Context: an optimization exercise on an open-source flow, tuned for small area and a short achievable clock period. The choices shown serve that exercise and are no tape-out recipe. The RTL was checked by simulation tests, not by an equivalence proof against the original design. No activity file was given, so power comes from the tool's default toggle rates.

===== run.sh =====
#!/bin/bash
# synth_recipe.tcl (not shown) runs the flow's synth.tcl, then flattens the netlist and writes it again
# the make line also repeats each setting of config.mk as NAME=value (left out here)
make -C /OpenROAD-flow-scripts/flow DESIGN_CONFIG=/design/flow/config.mk WORK_HOME=/design/flow/orfs CLKGATE_MAP_FILE= SYNTH_SCRIPT=/design/flow/synth_recipe.tcl finish

===== config.mk =====
export PLATFORM = sky130hd
export DESIGN_NAME = video_top
export DESIGN_NICKNAME = video_top
export VERILOG_FILES = /design/flow/design.v
export SDC_FILE = /design/flow/constraint.sdc
export NUM_CORES = 4
export LEC_CHECK = 0
export CAP_MARGIN = 20
export CORE_MARGIN = 2
export CORE_UTILIZATION = 40
export SLEW_MARGIN = 20

===== constraint.sdc =====
create_clock -name core_clock -period 4.0 [get_ports {I_clk}]
set_input_delay 0.8000 -clock core_clock [delete_from_list [all_inputs] [get_ports {I_clk}]]
set_output_delay 0.8000 -clock core_clock [all_outputs]
set_load 0.01 [all_outputs]

===== design.v =====
`default_nettype none
package video_pkg;
	localparam int H_TOTAL  = 24;  
	localparam int H_SYNC   = 2;   
	localparam int H_BPORCH = 4;   
	localparam int H_RES    = 16;  
	localparam int V_TOTAL  = 8;   
	localparam int V_SYNC   = 1;   
	localparam int V_BPORCH = 2;   
	localparam int V_RES    = 4;   
	localparam logic HS_POL = 1'b1;
	localparam logic VS_POL = 1'b1;
	localparam int ALIGN_DEPTH = 2;
	localparam int CNT_W = 5;
	typedef enum logic [1:0] {
		PH_SYNC,    
		PH_BPORCH,  
		PH_ACTIVE,  
		PH_FPORCH   
	} line_phase_t;
	typedef struct packed {
		logic [7:0] r;
		logic [7:0] g;
		logic [7:0] b;
	} rgb888_t;
endpackage
`default_nettype wire
`default_nettype none
package buffer_pkg;
	typedef struct packed {
		logic [4:0] r;  
		logic [5:0] g;  
		logic [4:0] b;  
	} rgb565_t;
	localparam int FIFO_DEPTH = 64;  
	localparam int FIFO_AW    = 6;   
endpackage
`default_nettype wire
`timescale 1ns/1ps
`default_nettype none
module video_top (
	input  wire        I_clk,
	input  wire        rst_n1,
	input  wire        de_in,
	input  wire        vs_n_in,    
	input  wire  [7:0] r_in,
	input  wire  [7:0] g_in,
	input  wire  [7:0] b_in,
	output logic       de_out,
	output logic       hs_out,
	output logic       vs_out,
	output logic [7:0] r_out,
	output logic [7:0] g_out,
	output logic [7:0] b_out,
	output logic       overflow,   
	output logic       underflow   
);
	logic        vs_n_d;
	logic        armed;
	logic        wr_en;
	logic [15:0] wr_pixel;
	logic        frame_start;
	assign frame_start = vs_n_d & ~vs_n_in;
	always_ff @(posedge I_clk or negedge rst_n1)
	begin
		if (!rst_n1)
		begin
			vs_n_d <= 1'b1;
			armed  <= 1'b0;
			wr_en  <= 1'b0;
		end
		else
		begin
			vs_n_d <= vs_n_in;
			if (frame_start)
				armed <= 1'b1;
			wr_en <= de_in & (armed | frame_start);
		end
	end
	always_ff @(posedge I_clk)
		wr_pixel <= {r_in[7:3], g_in[7:2], b_in[7:3]};
	logic [4:0] h;
	logic [2:0] v;
	logic       rd_en;    
	logic       h_last;
	logic       v_act;
	assign h_last = (h == 5'd23);
	assign v_act  = (v >= 3'd3) && (v < 3'd7);
	always_ff @(posedge I_clk or negedge rst_n1)
	begin
		if (!rst_n1)
		begin
			h      <= 5'd22;  
			v      <= 3'd7;
			rd_en  <= 1'b0;
			de_out <= 1'b0;
			hs_out <= 1'b0;
			vs_out <= 1'b0;
		end
		else
		begin
			h      <= h_last ? 5'd0 : h + 5'd1;
			if (h_last)
				v <= v + 3'd1;  
			rd_en  <= (h >= 5'd4) && (h < 5'd20) && v_act;
			de_out <= (h >= 5'd6) && (h < 5'd22) && v_act;
			hs_out <= (h < 5'd2);
			vs_out <= (v == 3'd0);
		end
	end
	logic [15:0] mem [0:63];
	logic [5:0]  wr_ptr;
	logic [6:0]  count;
	logic        empty;
	logic        full;
	logic        wr_ok;
	logic        rd_ok;
	logic [7:0]  rc;    
	logic [7:0]  rr;    
	logic        blk;   
	assign full  = count[6];
	assign wr_ok = wr_en & ~full;
	assign rd_ok = rd_en & ~empty;
	always_ff @(posedge I_clk or negedge rst_n1)
	begin
		if (!rst_n1)
		begin
			wr_ptr    <= '0;
			count     <= '0;
			empty     <= 1'b1;
			rc        <= 8'h80;  
			rr        <= 8'h80;
			overflow  <= 1'b0;
			underflow <= 1'b0;
		end
		else
		begin
			if (wr_ok)
				wr_ptr <= wr_ptr + 6'd1;
			if (wr_ok & ~rd_ok)
				count <= count + 7'd1;
			else if (rd_ok & ~wr_ok)
				count <= count - 7'd1;
			empty <= (empty & ~wr_ok) | ((count == 7'd1) & rd_ok & ~wr_ok);
			if (rd_ok)
			begin
				rc <= {rc[6:0], rc[7]};
				if (rc[7])
					rr <= {rr[6:0], rr[7]};
			end
			if (wr_en & full)
				overflow <= 1'b1;
			if (rd_en & empty)
				underflow <= 1'b1;
		end
	end
	always_ff @(posedge I_clk)
	begin
		if (wr_ok)
			mem[wr_ptr] <= wr_pixel;
		blk <= empty;
	end
	logic [15:0] rd_data;
	logic [15:0] row_data [0:7];
	always_comb
	begin
		for (int i = 0; i < 8; i++)
		begin
			row_data[i] = '0;
			for (int j = 0; j < 8; j++)
				row_data[i] = row_data[i] | (mem[8*i+j] & {16{rc[j]}});
		end
		rd_data = '0;
		for (int i = 0; i < 8; i++)
			rd_data = rd_data | (row_data[i] & {16{rr[i] & ~blk}});
	end
	logic [15:0] pix_q;
	always_ff @(posedge I_clk)
		pix_q <= rd_data;
	assign r_out = {pix_q[15:11], 3'b000};
	assign g_out = {pix_q[10:5], 2'b00};
	assign b_out = {pix_q[4:0], 3'b000};
endmodule
`default_nettype wire

==> out/qor.csv, run 1 <==
stage;metric;value;unit
yosys;Seq/Total Area, Yosys;81.92;%
yosys;post-synth cell types;41;
finish;P&R area growth vs syn;14.64;%
critical_path;CP most frequent cell;nand4_1;
critical_path;crit path cell chain;buf_12 -> a22oi_1 -> nand4_1 -> a21oi_1 -> nand4_1;
yosys;Synth top area share;77.27;%
clock_tree;clock slew at reported path FFs;60;ps
place;GP Congestion;0.8308;
global_routing;vias in the first global route;21733;
critical_path;Crit path required time;4500;ps
routing;1st-pass router iterations;5;
floorplanning;num rows;115;
clock_tree;maximum clock insertion buffer count;3;
sta;max-slew violation count;0;
routing;drt drc;0;
yosys;ys flop type;edfxtp_1;
finish;Final #Nets;2338;
yosys;Avg Inst Size Synth;18.17;µm²
sta;final setup margin;1283;ps
clock_tree;Worst-Skew Late Latency;670;ps
global_routing;grt ovf;0;
critical_path;crit-path max FO;57;
power;Worst VDD drop;0.4166;mV
routing;routed vias;21575;
finish;# fillers;8124;
routing;mean routed wirelength per cell;27.67;µm
critical_path;WP data arrival;3220;ps
power;Power Dens Cells;522.4;nW/µm²
run_status;status;complete, no violations;
sta;Final TNS setup;0;ps
yosys;Syn. warnings;2;
routing;wirelength, routed;101.9;mm
sta;crit share post-route;67.92;%
floorplanning;Die Ht;319.4;µm
clock_tree;Setup Fix Bufs, Post-CTS;0;
place;post-DP HPWL;55.16;mm
global_routing;first-pass GRT wire length;147.7;mm
yosys;register bit total from synthesis;1104;
clock_tree;CTS Root Cell;clkbuf_16;
critical_path;Slowest-stage cell, CP;dfrtp_4;
routing;Routed Antenna Nets;0;
clock_tree;# resized after CTS;0;
finish;Non-Filler Instances;3682;
sta;min Tclk post-route;2717;ps
clock_tree;CTS Buf Count;110;
yosys;most frequent cell after synthesis;edfxtp_1;
finish;proportion of layout cells with a drive suffix above 1;13.62;%
worst_hold_path;Hold Crit Class;in -> async;
floorplanning;core area;98560;µm²
floorplanning;Top Ports;57;
yosys;Synth area leaders;edfxtp_1 (77%), a22oi_1 (9.7%), dfrtp_1 (2.3%);
place;Port Buffers;40;
critical_path;critical path endpoint category;flip-flop;
yosys;Post-synth EDFFs;1024;
yosys;Post-synth ARST share;4.257;%
sta;Final Setup Violations;0;
floorplanning;Initial Utilization;40.37;%
sta;measured slew at the worst slew-check pin;1136;ps
floorplanning;die width;319.4;µm
yosys;Post-Syn Instances;2190;
critical_path;Crit Path Class;reg -> reg;
sta;Fin. Hold Viols;0;
yosys;Synth Cell Area;39790;µm²
clock_tree;H-tree Lvls;3;
routing;vias per cell;5.860;
power;Lkg Pwr;0.01375;µW
global_routing;initial antenna violation count;5;
sta;Max-slew headroom;24.28;%
critical_path;startpoint types;flip-flop;
clock_tree;hold_buf cts;0;
place;placed cell count;3474;
yosys;post-synth top area cell;edfxtp_1;
power;Tot Pwr;23830;µW
critical_path;slowest stage delay, CP;800;ps
yosys;Commonest cells post-synth;edfxtp_1 (1,024), a22oi_1 (512), clkbuf_1 (106), nand4_1 (85), nor2_1 (70);
global_routing;largest net degree at the start of global routing;75;
clock_tree;CTS tree;done;
job;total of max-cap violations;0;
clock_tree;CTS Sinks;1104;
sta;Fmax achieved;368.1;MHz
global_routing;Total GRT Usage;19.72;%
floorplanning;Die Area;102000;µm²
routing;Initial DRC Count;2264;
sta;Max Clock Skew;24.57;ps
place;setup slack at placement;1266;ps
sta;unrepaired setup endpoints after global routing;false;
-- stage by stage --
step                      instance area, µm²  util (%)  hold WS [ps]
after floorplan                        39820         -         411.0
after global placement                 42110     42.72         437.6
after detailed placement               42110     42.73         445.3
after CTS                              45590     46.25         154.4
after global routing                   45620     46.28         191.6
final                                  45620     46.29         161.7
-- state kept, by name, summed over array words and instances (netlist names) --
register / flops
armed: 1
blk: 1
count: 7
de_out: 1
empty: 1
h: 5
hs_out: 1
mem: 1024
overflow: 1
pix_q: 16
rc: 8
rd_en: 1
rr: 8
underflow: 1
v: 3
vs_n_d: 1
vs_out: 1
wr_en: 1
wr_pixel: 16
wr_ptr: 6
-- worst max-delay path, delay by kind of cell (launching register included) --
kind | cells | cell delay, ps
flip-flops | 1 | 800
AND/OR/NAND/NOR | 2 | 380
buffers and inverters | 1 | 350
AO/OA/AOI/OAI | 2 | 980
-- report_power, final --
part           internal [µW]  switching [µW]
clock                   5640            4250
combinational            200             573
sequential             12900             236
total                  18800            5060
-- path summary, 6_finish.rpt --
kind	start	to	slack [ps]	cells after the start
min in group core_clock	empty	blk	450	0
max in group asynchronous	rst_n1	empty	3060	2
worst min register to register	empty	blk	450	0
worst max register to register	rc[6]	pix_q[1]	1280	5
worst max-delay path	rc[6]	pix_q[1]	1280	5
worst min-delay path	rst_n1	armed	160	1
-- routing by layer --
metal | up-vias | share of wire (%) | track usage, %
met1 | 11124 | 42 | 27.71
li1 | 9322 | - | -
met4 | 4 | 3.1 | 6.488
met3 | 177 | 8.4 | 3.939
met2 | 948 | 47 | 30.90
met5 | - | 0.023 | 0
-- cells by family after synthesis --
kind of cell               Yosys count  share of synthesized area, %
AOI/OAI and AO/OA                  655                         12.10
xor gates and xnor gates            16                        0.3522
adders and majority gates           10                        0.3144
buffers and inverters              166                         1.773
DFF                               1104                         81.92
muxes                               18                        0.5062
other                                1                      0.009424
and+or+nand+nor                    220                         3.025
-- placed cells by master, fill, tap and decap left out, types with 20 or more instances in the layout --
cell type | netlist | layout
a21oi_1 | 69 | 69
a22oi_1 | 512 | 512
a41oi_1 | 64 | 64
buf_4 | 9 | 100
clkbuf_1 | 106 | 28
clkbuf_16 | 0 | 111
clkdlybuf4s50_1 | 0 | 39
clkinv_1 | 0 | 20
clkinv_2 | 0 | 27
dfrtp_1 | 37 | 30
edfxtp_1 | 1024 | 1024
nand4_1 | 85 | 85
nor2_1 | 70 | 70
-- final cells by class --
cell class              count  area (µm²)  share of cell area (%)
flip-flops and latches   1104       32650                   71.57
well taps                1287        1610                   3.530
inverters                   9       33.78                 0.07405
repair buffers            148        1314                   2.880
diodes                      1       2.502                0.005485
clock buffers             143        2938                   6.440
multi-input cells         927        6533                   14.32
clock inverters            63       538.0                   1.179
==> inputs of run 2 (changes only) <==
--- a/config.mk
+++ b/config.mk
@@ -8,4 +8,5 @@
 export CAP_MARGIN = 20
 export CORE_MARGIN = 2
 export CORE_UTILIZATION = 40
+export SETUP_SLACK_MARGIN = 2.3
 export SLEW_MARGIN = 20
==> out/qor.csv, run 2 <==
stage;metric;value;unit
run_status;status;complete, no violations;
power;Seq pwr share;52.5;%
power;Lkg Pwr;0.01639;µW
place;post-DP HPWL;55.00;mm
critical_path;Slowest-stage cell, CP;dfrtp_2;
sta;measured slew at the worst slew-check pin;820.8;ps
sta;Max Clock Skew;27.76;ps
yosys;Post-synth ARST share;4.257;%
yosys;ys flop type;edfxtp_1;
sta;Fmax achieved;451.1;MHz
finish;commonest non-fill, non-tap cell in the layout;edfxtp_1;
power;sw frac;22.80;%
routing;routed vias;24826;
yosys;Synth top area share;77.27;%
routing;wirelength, routed;130.8;mm
floorplanning;Die Ht;319.4;µm
yosys;Syn. warnings;2;
power;Worst VDD drop;0.3311;mV
job;total of max-cap violations;0;
routing;Initial DRC Count;3509;
floorplanning;Initial Utilization;40.37;%
yosys;most frequent cell after synthesis;edfxtp_1;
clock_tree;Worst-Skew Late Latency;680;ps
finish;# fillers;7213;
critical_path;critical path endpoint category;flip-flop;
finish;proportion of layout cells with a drive suffix above 1;35.06;%
clock_tree;CTS Buf Count;106;
finish;P&R area growth vs syn;32.92;%
floorplanning;num rows;115;
clock_tree;maximum clock insertion buffer count;3;
sta;Final TNS setup;0;ps
yosys;register bit total from synthesis;1104;
finish;commonest cells after routing, fill and taps aside;edfxtp_1 (1,024), a22oi_1 (421), buf_4 (125);
finish;biggest regs;mem (1024), pix_q (16), wr_pixel (16);
floorplanning;Top Ports;57;
yosys;Commonest cells post-synth;edfxtp_1 (1,024), a22oi_1 (512), clkbuf_1 (106), nand4_1 (85), nor2_1 (70);
finish;Final #Nets;2651;
place;Port Buffers;40;
routing;vias per cell;6.216;
worst_hold_path;Hold Crit Class;in -> async;
yosys;post-synth top area cell;edfxtp_1;
clock_tree;hold_buf cts;0;
global_routing;vias in the first global route;23799;
clock_tree;H-tree Lvls;3;
clock_tree;CTS Sinks;1104;
floorplanning;die width;319.4;µm
global_routing;largest net degree at the start of global routing;65;
clock_tree;clock slew at reported path FFs;70;ps
routing;1st-pass router iterations;6;
power;Power Dens Cells;473.3;nW/µm²
critical_path;CP most frequent cell;buf_6;
power;switching pwr;5707;µW
floorplanning;Die Area;102000;µm²
sta;Max-slew headroom;45.28;%
power;Comb pwr share;8.8;%
yosys;Avg Inst Size Synth;18.17;µm²
yosys;Post-synth EDFFs;1024;
sta;max-slew violation count;0;
critical_path;crit path cell chain;nand3b_1 -> or3b_4 -> buf_6 -> buf_6 -> nor4_4 -> buf_6 -> buf_12;
sta;Final Setup Violations;0;
routing;Routed Antenna Nets;0;
global_routing;first-pass GRT wire length;175.9;mm
sta;unrepaired setup endpoints after global routing;true;
yosys;Post-Syn Instances;2190;
global_routing;initial antenna violation count;5;
sta;final setup margin;1783;ps
finish;largest reg by FF count;mem;
yosys;Seq/Total Area, Yosys;81.92;%
global_routing;grt ovf;0;
place;setup slack at placement;1107;ps
routing;drt drc;0;
clock_tree;CTS tree;done;
global_routing;Total GRT Usage;24.19;%
routing;mean routed wirelength per cell;32.76;µm
yosys;Synth area leaders;edfxtp_1 (77%), a22oi_1 (9.7%), dfrtp_1 (2.3%);
yosys;post-synth cell types;41;
yosys;Synth Cell Area;39790;µm²
critical_path;Crit path required time;4390;ps
floorplanning;core area;98560;µm²
clock_tree;CTS Root Cell;clkbuf_16;
sta;crit share post-route;55.43;%
critical_path;startpoint types;flip-flop;
place;GP Congestion;0.8150;
critical_path;WP data arrival;2610;ps
finish;max reg flops;1024;
sta;Fin. Hold Viols;0;
critical_path;Crit Path Class;reg -> reg;
power;clock network fraction of total power;38.6;%
sta;min Tclk post-route;2217;ps
critical_path;slowest stage delay, CP;440;ps
critical_path;crit-path max FO;8;
power;internal power;19330;µW
## run 2: changes by cell type in the layout (fill, tap and decap cells not counted), sizes merged, moves of 2 or more
cell | before | now
diode | 1 | 3
clkinv | 50 | 55
clkinvlp | 1 | 4
buf | 109 | 426
bufbuf | 0 | 4
clkbuf | 143 | 147
clkdlybuf4s50 | 39 | 18
## run 2: final cells by class
type | instances | area, µm² | share of cell area, %
repair buffers | 465 | 6842 | 12.93
well taps | 1287 | 1610 | 3.044
inverters | 9 | 33.78 | 0.06387
flip-flops and latches | 1104 | 32690 | 61.81
multi-input cells | 927 | 8381 | 15.84
clock buffers | 130 | 2814 | 5.320
diodes | 3 | 7.507 | 0.01419
clock inverters | 69 | 511.7 | 0.9675
## run 2: cells by family after synthesis
family	share of synthesized area (%)
other cells	0.009424
xor+xnor	0.3522
simple gates	3.025
mux	0.5062
buf+inv	1.773
compound gates	12.10
flops	81.92
fa+ha+maj	0.3144
## run 2: power by group through the flow
stage	combinational [µW]	clock (µW)	sequential, µW
after floorplan	706	0	13400
after global placement	843	0	13400
after detailed placement	871	0	13500
after CTS	1890	9690	13100
after global routing	2260	10200	13200
final	2210	9670	13200
## run 2: layer usage
metal  vias to the layer above  track usage, %  routed length (µm)
li1                      10012               -                   -
met5                         -               0                  11
met1                     12726           33.21               47970
met4                         2           9.644                6535
met3                       369           4.996               15510
met2                      1717           37.91               60800
## run 2: final timing paths
check / from / end / slack, ps / cells past startpoint
setup reg to reg: wr_ptr[3] / mem[48][0] / 1780 / 7
hold / removal: rst_n1 / count[0] / 160 / 1
hold reg to reg: empty / blk / 430 / 0
max in group asynchronous: rst_n1 / rc[0] / 3310 / 1
min in group core_clock: empty / blk / 430 / 0
setup / recovery: wr_ptr[3] / mem[48][0] / 1780 / 7
## run 2: critical path, delay by kind of cell, from the launching register on
family        cells  cell delay (ps)
flops             1              440
buf+inv           4              610
simple gates      3              870
## run 2: through the flow
stage                     instance area (µm²)  std cells  power [µW]  hold slack, ps  utilization [%]
final                                   52890       3994       25030           160.0            53.66
after global routing                    52880       3991       25620           190.1            53.66
after CTS                               51090       3920       24700           355.4            51.84
after detailed placement                42200       3445       14330           425.9            42.81
after global placement                  42200       3445       14270           427.9            42.81
after floorplan                         40300       2197       14060           411.0                -
## run 2: what timing repair did
item | CTS | global route
gates cloned | 50 | 14
pin swaps | 111 | 120
setup endpoints to repair | 1079 | 1073
buffers inserted | 226 | 57
resized for setup | 529 | 195
==> inputs of run 3 (changes only) <==
--- a/design.v
+++ b/design.v
@@ -108,19 +108,37 @@
 			vs_out <= (v == 3'd0);
 		end
 	end
-	logic [15:0] mem [0:63];
+	logic [16:0] s [0:63];
 	logic [5:0]  wr_ptr;
 	logic [6:0]  count;
 	logic        empty;
 	logic        full;
+	logic        c63;
 	logic        wr_ok;
 	logic        rd_ok;
-	logic [7:0]  rc;    
-	logic [7:0]  rr;    
-	logic        blk;   
+	logic [7:0]  hc;    
+	logic [7:0]  hr;    
+	logic        clr_k;   
+	logic        clr_k1;  
+	logic [63:0] sel;
+	logic [63:0] rsel;
+	logic [16:0] ce;    
+	logic [16:0] co;    
 	assign full  = count[6];
+	assign c63   = (count == 7'd63);
 	assign wr_ok = wr_en & ~full;
 	assign rd_ok = rd_en & ~empty;
+	assign clr_k  = ~full | rd_ok;
+	assign clr_k1 = wr_ok & (~c63 | rd_ok);
+	always_comb
+	begin
+		for (int i = 0; i < 64; i++)
+			sel[i] = (wr_ptr == i[5:0]);
+		for (int i = 0; i < 64; i++)
+			rsel[i] = (sel[i] & clr_k) | (sel[(i + 63) % 64] & clr_k1);
+		ce = (wr_ok & ~wr_ptr[0]) ? {1'b0, wr_pixel} : '1;
+		co = (wr_ok &  wr_ptr[0]) ? {1'b0, wr_pixel} : '1;
+	end
 	always_ff @(posedge I_clk or negedge rst_n1)
 	begin
 		if (!rst_n1)
@@ -128,8 +146,8 @@
 			wr_ptr    <= '0;
 			count     <= '0;
 			empty     <= 1'b1;
-			rc        <= 8'h80;  
-			rr        <= 8'h80;
+			hc        <= 8'h01;
+			hr        <= 8'h01;
 			overflow  <= 1'b0;
 			underflow <= 1'b0;
 		end
@@ -144,9 +162,9 @@
 			empty <= (empty & ~wr_ok) | ((count == 7'd1) & rd_ok & ~wr_ok);
 			if (rd_ok)
 			begin
-				rc <= {rc[6:0], rc[7]};
-				if (rc[7])
-					rr <= {rr[6:0], rr[7]};
+				hc <= {hc[6:0], hc[7]};
+				if (hc[7])
+					hr <= {hr[6:0], hr[7]};
 			end
 			if (wr_en & full)
 				overflow <= 1'b1;
@@ -156,27 +174,32 @@
 	end
 	always_ff @(posedge I_clk)
 	begin
-		if (wr_ok)
-			mem[wr_ptr] <= wr_pixel;
-		blk <= empty;
-	end
-	logic [15:0] rd_data;
-	logic [15:0] row_data [0:7];
+		for (int i = 0; i < 64; i++)
+			s[i] <= ~(s[i] | ({17{rsel[i]}} & ((i % 2 == 0) ? ce : co)));
+	end
+	logic [16:0] rd_raw;
+	logic [16:0] rd_raw_d;
+	logic [16:0] row_data [0:7];
+	logic        okd;
 	always_comb
 	begin
 		for (int i = 0; i < 8; i++)
 		begin
 			row_data[i] = '0;
 			for (int j = 0; j < 8; j++)
-				row_data[i] = row_data[i] | (mem[8*i+j] & {16{rc[j]}});
-		end
-		rd_data = '0;
+				row_data[i] = row_data[i] | (s[8*i+j] & {17{hc[j]}});
+		end
+		rd_raw_d = '0;
 		for (int i = 0; i < 8; i++)
-			rd_data = rd_data | (row_data[i] & {16{rr[i] & ~blk}});
+			rd_raw_d = rd_raw_d | (row_data[i] & {17{hr[i]}});
 	end
 	logic [15:0] pix_q;
 	always_ff @(posedge I_clk)
-		pix_q <= rd_data;
+	begin
+		rd_raw <= rd_raw_d;
+		okd    <= rd_ok;
+		pix_q  <= okd ? (rd_raw[15:0] ^ {16{rd_raw[16]}}) : 16'd0;  
+	end
 	assign r_out = {pix_q[15:11], 3'b000};
 	assign g_out = {pix_q[10:5], 2'b00};
 	assign b_out = {pix_q[4:0], 3'b000};
--- a/config.mk
+++ b/config.mk
@@ -8,5 +8,4 @@
 export CAP_MARGIN = 20
 export CORE_MARGIN = 2
 export CORE_UTILIZATION = 40
-export SETUP_SLACK_MARGIN = 2.3
 export SLEW_MARGIN = 20
==> out/qor.csv, run 3 <==
stage;metric;value;unit
yosys;post-synth cell types;49;
critical_path;critical path endpoint category;flip-flop;
routing;vias per cell;6.093;
routing;mean routed wirelength per cell;26.75;µm
place;setup slack at placement;1098;ps
power;switching pwr;8890;µW
global_routing;grt ovf;0;
critical_path;crit path cell chain;buf_4 -> buf_4 -> a22oi_1 -> nand4_1 -> a22oi_1 -> nand4_1;
global_routing;Total GRT Usage;25.29;%
power;sw frac;28.46;%
power;Lkg Pwr;0.01747;µW
finish;commonest non-fill, non-tap cell in the layout;dfxtp_1;
routing;routed vias;30085;
critical_path;slowest stage delay, CP;800;ps
finish;max reg flops;1088;
yosys;Synth top area share;57.72;%
power;Worst VDD drop;0.3469;mV
job;total of max-cap violations;0;
critical_path;WP data arrival;3490;ps
global_routing;vias in the first global route;28966;
yosys;Syn. warnings;3;
sta;unrepaired setup endpoints after global routing;false;
critical_path;worst path bufs/invs;2;
critical_path;Crit path required time;4490;ps
clock_tree;Setup Fix Bufs, Post-CTS;0;
clock_tree;CTS Buf Count;113;
floorplanning;Initial Utilization;40.22;%
floorplanning;Top Ports;57;
sta;Max-slew headroom;27.06;%
floorplanning;Die Area;101200;µm²
clock_tree;# resized after CTS;0;
clock_tree;CTS Root Cell;clkbuf_16;
routing;Initial DRC Count;3686;
clock_tree;maximum clock insertion buffer count;3;
finish;final core utilization;45.11;%
finish;biggest regs;s (1088), rd_raw (17);
clock_tree;CTS Sinks;1185;
sta;Final TNS setup;0;ps
floorplanning;core area;98130;µm²
floorplanning;Die Ht;318.1;µm
yosys;Post-synth ARST share;3.966;%
yosys;Commonest cells post-synth;dfxtp_1 (1,138), a21oi_1 (1,090), a22oi_1 (612), clkbuf_1 (282), nand4_1 (156);
routing;Routed Antenna Nets;0;
finish;proportion of layout cells with a drive suffix above 1;11.40;%
clock_tree;CTS tree;done;
global_routing;initial antenna violation count;5;
place;GP Congestion;0.8300;
power;internal power;22350;µW
sta;crit share post-route;75.13;%
yosys;Avg Inst Size Synth;10.71;µm²
critical_path;crit-path max FO;51;
critical_path;Worst Setup SP;hc[3];
sta;min Tclk post-route;3005;ps
yosys;register bit total from synthesis;1185;
sta;max-slew violation count;0;
floorplanning;die width;318.1;µm
clock_tree;clock slew at reported path FFs;60;ps
run_status;status;complete, no violations;
routing;wirelength, routed;132.1;mm
power;Power Dens Cells;705.7;nW/µm²
clock_tree;hold_buf cts;0;
sta;final setup margin;994.9;ps
power;Comb pwr share;12.9;%
floorplanning;num rows;115;
yosys;Synth area leaders;dfxtp_1 (58%), a21oi_1 (14%), a22oi_1 (12%);
routing;drt drc;0;
critical_path;Crit Path Class;reg -> reg;
yosys;Synth Cell Area;39470;µm²
power;clock network fraction of total power;35.1;%
worst_hold_path;Hold Crit Class;in -> async;
sta;measured slew at the worst slew-check pin;1094;ps
finish;Final #Nets;3602;
sta;Fin. Hold Viols;0;
sta;Max Clock Skew;18.52;ps
yosys;Post-synth EDFFs;0;
yosys;post-synth top area cell;dfxtp_1;
clock_tree;Worst-Skew Late Latency;690;ps
power;Seq pwr share;52.1;%
yosys;Seq/Total Area, Yosys;60.73;%
critical_path;startpoint types;flip-flop;
yosys;ys flop type;dfxtp_1;
global_routing;largest net degree at the start of global routing;67;
clock_tree;H-tree Lvls;3;
sta;Fmax achieved;332.8;MHz
place;post-DP HPWL;72.37;mm
sta;Final Setup Violations;0;
critical_path;CP top delay family;compound AO/OA/AOI/OAI gates;
finish;largest reg by FF count;s;
yosys;Post-Syn Instances;3687;
critical_path;R2R Path Start;hc[3];
global_routing;first-pass GRT wire length;193.5;mm
critical_path;Slowest-stage cell, CP;dfrtp_4;
place;Port Buffers;40;
routing;1st-pass router iterations;8;
finish;P&R area growth vs syn;12.16;%
yosys;most frequent cell after synthesis;dfxtp_1;
power;Tot Pwr;31240;µW
finish;commonest cells after routing, fill and taps aside;dfxtp_1 (1,138), a21oi_1 (1,090), a22oi_1 (612);
run 3: layout make-up:
class / count / area, µm²
multi-input cells: 2124 / 13640
clock buffers: 174 / 3482
repair buffers: 122 / 1131
well taps: 1287 / 1610
fillers: 9114 / 53860
clock inverters: 30 / 347.8
inverters: 15 / 56.30
flip-flops and latches: 1185 / 24000
diodes: 1 / 2.502
run 3: kinds of logic after synthesis:
| group | Yosys count | share of synthesized area, % |
|---|---|---|
| mux | 15 | 0.4279 |
| other cells | 1 | 0.009501 |
| fa+ha+maj | 13 | 0.4121 |
| buf+inv | 385 | 4.796 |
| flops | 1185 | 60.73 |
| xor+xnor | 32 | 0.7101 |
| simple gates | 265 | 4.137 |
| compound gates | 1791 | 28.78 |
run 3: power by group through the flow:
stage | logic, µW | registers [µW] | clock network, µW
after floorplan | 2910 | 16100 | 0
after global placement | 3810 | 16400 | 0
after detailed placement | 3970 | 16400 | 0
after CTS | 3950 | 16200 | 11000
after global routing | 4350 | 16500 | 11500
final | 4020 | 16300 | 11000
run 3: layer usage:
metal | part of all wire [%] | vias up | routed length, µm | global-route usage (%)
li1 | - | 13521 | - | -
met1 | 43 | 14792 | 57420 | 35.57
met2 | 44 | 1492 | 57590 | 38.62
met3 | 9.4 | 272 | 12460 | 4.922
met4 | 3.4 | 8 | 4550 | 9.152
met5 | 0.043 | - | 57 | 0
run 3: final timing paths:
kind	end	slack (ps)	cells after the start
max in group asynchronous	hc[0]	3090	2
setup reg to reg	rd_raw[0]	990	6
hold / removal	h[3]	100	1
hold reg to reg	s[44][2]	410	1
min in group core_clock	s[44][2]	410	1
setup / recovery	rd_raw[0]	990	6
run 3: per-stage QoR:
stage / std cells / hold WS [ps] / area, µm²
2_1_floorplan: 3694 / 389.1 / 39500
3_3_place_gp: 4732 / 397.0 / 40420
3_5_place_dp: 4732 / 399.6 / 40420
4_1_cts: 4936 / 88.70 / 44250
5_1_grt: 4937 / 131.1 / 44270
6_report: 4938 / 98.00 / 44270

port drivers added, routing unchanged:
Ports are ideal in the flow. The routed layouts listed here were re-timed in OpenROAD. Step 1 (the two cells are an assumption about what drives the block):
set clk [get_ports {I_clk}]
set_driving_cell -lib_cell sky130_fd_sc_hd__clkbuf_16 $clk
set_driving_cell -lib_cell sky130_fd_sc_hd__buf_2 [delete_from_list [all_inputs] $clk]
Step 2 also shifts input and output timing later by t, the mid clock arrival at the registers, as if the neighbouring blocks saw the same clock. Slacks: ideal ports / drivers / drivers and shift; pairs: ideal ports / drivers.
run | t (ns) | setup slack, ns | worst setup path after step 2 | clock arrival spread, ns | cell pins on the clock port's net
run 1 | 0.721 | 1.283 / 1.283 / 1.283 | register to register | 0.025 / 0.024 | 1
run 2 | 0.735 | 1.783 / 1.783 / 1.783 | register to register | 0.028 / 0.028 | 1
run 3 | 0.748 | 0.995 / 0.995 / 0.995 | register to register | 0.021 / 0.022 | 1
After both steps setup and hold are still met in every run listed.
